This is an optimization exercise on Yosys and OpenROAD, whose aim is small area, not a production implementation.
Function was checked by simulation only, so behaviour that the tests miss may differ from the original.

== job 101 ==
==> flow/design.v <==
package regfile_pkg;
  typedef enum logic [1:0] {
    RF_IDLE,
    RF_CLEAR,
    RF_DONE
  } rf_state_t;
  localparam int unsigned RF_DATA_W = 32;
  localparam int unsigned RF_ADDR_W = 5;
  function automatic int unsigned rf_depth(input int unsigned addrW);
    rf_depth = 32'd1 << addrW;
  endfunction
endpackage
module regfile_aoi222 (
  input  logic [2:0] sel,
  input  logic [2:0] d,
  output logic       y_n
);
  assign y_n = ~|(sel & d);
endmodule
import regfile_pkg::*;
module regfile_mp
#(
  parameter int unsigned DATA_W   = RF_DATA_W,
  parameter int unsigned ADDR_W   = RF_ADDR_W,
  parameter int unsigned NUM_RD   = 2,
  parameter int unsigned ZERO_REG = 1
) (
  input  logic                     clk,
  input  logic                     rst,
  input  logic [NUM_RD*ADDR_W-1:0] rd_addr,
  output logic [NUM_RD*DATA_W-1:0] rd_data,
  input  logic                     we,
  input  logic [ADDR_W-1:0]        wr_addr,
  input  logic [DATA_W-1:0]        wr_data,
  input  logic                     clr_req,
  output logic                     busy,
  output logic                     clr_done,
  input  logic [ADDR_W-1:0]        dbg_addr,
  output logic [DATA_W-1:0]        dbg_data
);
  localparam int unsigned DEPTH  = regfile_pkg::rf_depth(ADDR_W);
  localparam int unsigned NPORT  = NUM_RD + 1;       
  localparam int unsigned NGRP   = (DEPTH - 1) / 3;  
  localparam int unsigned NTERM  = NGRP + 1;         
  regfile_pkg::rf_state_t state;
  logic [ADDR_W-1:0]      clrPtr;
  always_ff @(posedge clk) begin
    if (rst) begin
      state  <= RF_IDLE;
      clrPtr <= '0;
    end else begin
      unique case (state)
        RF_IDLE: begin
          if (clr_req) state <= RF_CLEAR;
          clrPtr <= '0;
        end
        RF_CLEAR: begin
          if (clrPtr == '1) state <= RF_DONE;
          clrPtr <= clrPtr + 1'b1;
        end
        RF_DONE: begin
          state  <= clr_req ? RF_CLEAR : RF_IDLE;
          clrPtr <= '0;
        end
        default: begin
          state  <= RF_IDLE;
          clrPtr <= '0;
        end
      endcase
    end
  end
  logic busyInt;
  assign busyInt  = (state == RF_CLEAR);
  assign busy     = busyInt;
  assign clr_done = (state == RF_DONE);
  logic [DEPTH-1:1]  valid;
  logic [DATA_W-1:0] data [DEPTH-1:1];
  logic [ADDR_W-1:0] portAddr [NPORT];
  logic [DEPTH-1:1]  sel      [NPORT];
  for (genvar k = 0; k < NUM_RD; k++) begin : gRdAddr
    assign portAddr[k] = rd_addr[k*ADDR_W +: ADDR_W];
  end
  assign portAddr[NUM_RD] = dbg_addr;
  for (genvar i = 1; i < DEPTH; i++) begin : gEntry
    logic wrHit;
    assign wrHit = we && !busyInt && (wr_addr == ADDR_W'(i));
    always_ff @(posedge clk) begin
      if (rst) begin
        valid[i] <= 1'b0;
      end else if (busyInt && (clrPtr == ADDR_W'(i))) begin
        valid[i] <= 1'b0;
      end else if (wrHit) begin
        valid[i] <= 1'b1;
      end
    end
    always_ff @(posedge clk) begin
      if (wrHit) begin
        data[i] <= wr_data;
      end
    end
    for (genvar k = 0; k < NPORT; k++) begin : gSel
      assign sel[k][i] = valid[i] && (portAddr[k] == ADDR_W'(i));
    end
  end
  logic [DATA_W-1:0] portData [NPORT];
  for (genvar k = 0; k < NPORT; k++) begin : gPort
    for (genvar b = 0; b < DATA_W; b++) begin : gBit
      logic [NTERM-1:0] termN;
      for (genvar g = 0; g < NGRP; g++) begin : gGrp
        regfile_aoi222 uAoi (
          .sel ({sel[k][3*g+3], sel[k][3*g+2], sel[k][3*g+1]}),
          .d   ({data[3*g+3][b], data[3*g+2][b], data[3*g+1][b]}),
          .y_n (termN[g])
        );
      end
      assign termN[NGRP] = ~(sel[k][DEPTH-1] & data[DEPTH-1][b]);
      assign portData[k][b] = ~&termN;
    end
  end
  for (genvar k = 0; k < NUM_RD; k++) begin : gRdOut
    assign rd_data[k*DATA_W +: DATA_W] = portData[k];
  end
  assign dbg_data = portData[NUM_RD];
endmodule
Settings: LEC_CHECK=0, CAP_MARGIN=20, CORE_MARGIN=2, CORE_UTILIZATION=40, SLEW_MARGIN=20, SYNTH_HIERARCHICAL=1, SYNTH_MINIMUM_KEEP_SIZE=0; clock period 6.5 ns.
run.sh (not shown) runs the stock make flow with config.mk's settings and CLKGATE_MAP_FILE= SYNTH_SCRIPT=/design/flow/synth_recipe.tcl, a recipe that flattens the netlist after the stock synthesis.
Modified inputs, job 102 compared to job 101
- changing CORE_UTILIZATION from 40 to 35
- setting PLACE_DENSITY to 0.5 for the first time
==> flow/flow/run.sh (new file) <==
#!/bin/bash
# Layout flow: the standard ORFS flow, with two changes:
#  - ports are buffered with a small plain buffer instead of ORFS's default pick;
#  - the clock tree uses smaller buffers and no dummy loads.
set -euo pipefail
bash standard.sh \
  BUFFER_PORTS_ARGS="-buffer_cell sky130_fd_sc_hd__buf_2" \
  CTS_ARGS="-sink_clustering_enable -repair_clock_nets -dont_use_dummy_load -buf_list sky130_fd_sc_hd__clkbuf_4 sky130_fd_sc_hd__clkbuf_8 -sink_clustering_size 20 -sink_clustering_max_diameter 60" \
  finish > standard_flow.log 2>&1
==> flow/standard.sh (new file) <==
#!/bin/bash
# synth_recipe.tcl (not shown) runs the flow's synth.tcl, then flattens the netlist and writes it again
# the make line also repeats each setting of config.mk as NAME=value (left out here)
make -C /OpenROAD-flow-scripts/flow DESIGN_CONFIG=/design/flow/config.mk WORK_HOME=/design/flow/orfs CLKGATE_MAP_FILE= SYNTH_SCRIPT=/design/flow/synth_recipe.tcl "${@:-finish}"
removed: flow/run.sh
## What came out
- Tool error STA-0564 stopped job 102 during 4_1_cts; no final results.
- Post-synthesis instance total: job 101 vs job 102 identical
- In the metrics for job 101 and job 102, the one carrying the lower effective utilization at floorplan is job 102.
- Fraction of registers with async set or reset after synthesis essentially unchanged between job 101 and job 102.
- From job 101 to job 102 the numbers moved as follows: post-synth design cell area essentially unchanged; routability congestion estimate from global placement down 0.66%; chip height now sits higher; number of enable-type register cells in the synthesized netlist closely matched the old numbers.
- In the reports for job 101 and job 102, the larger die width belongs to job 102.
- The higher instance area at placement came out of job 101.
Input-level comparison between job 103 and job 102:
--- a/flow/flow/run.sh
+++ b/flow/flow/run.sh
@@ -7,3 +7,3 @@
   BUFFER_PORTS_ARGS="-buffer_cell sky130_fd_sc_hd__buf_2" \
-  CTS_ARGS="-sink_clustering_enable -repair_clock_nets -dont_use_dummy_load -buf_list sky130_fd_sc_hd__clkbuf_4 sky130_fd_sc_hd__clkbuf_8 -sink_clustering_size 20 -sink_clustering_max_diameter 60" \
+  CTS_ARGS="-sink_clustering_enable -repair_clock_nets -dont_use_dummy_load -buf_list {sky130_fd_sc_hd__clkbuf_4 sky130_fd_sc_hd__clkbuf_8} -sink_clustering_size 20 -sink_clustering_max_diameter 60" \
   finish > standard_flow.log 2>&1
Job 103: all stages complete, timing, DRC and antenna checks passed
As far as height of the chip is concerned, job 102 and job 103 perform about the same.
As far as initial cell density of the core goes, job 103 and job 102 are indistinguishable; the numbers are identical.
Comparing job 103 against job 102, there is no change at all in cell count after synthesis.
Diff job 103..job 102 | sequential share of the synthesized area | unchanged

-- what the ideal ports hide --
No port has a modelled driver above. Below, the same layouts with a new extraction and two added sets of constraints.
Step 1, drivers: a clkbuf_16 drives clk and a buf_2 each remaining input, both assumed.
Step 2 times the ports against the registers' clock, not the clock port: input delays grow and output delays shrink by t, the midpoint of the rising clock arrivals with the driver on.
a / b / c = no drivers / after step 1 / after step 2; a / b = the first two.
| run | t (ns) | setup WS [ns] | worst setup path after step 2 | clock arrival spread, ns |
|---|---|---|---|---|
| job 101 | 0.778 | 0.163 / 0.127 / 0.127 | input to output | 0.038 / 0.038 |
| job 103 | 0.910 | 0.861 / 0.808 / 0.808 | input to output | 0.109 / 0.109 |
After both steps setup and hold are still met in every run listed. For job 103, which loses most, drivers alone change the setup slack by -0.053 ns; drivers and shift together by -0.053 ns.
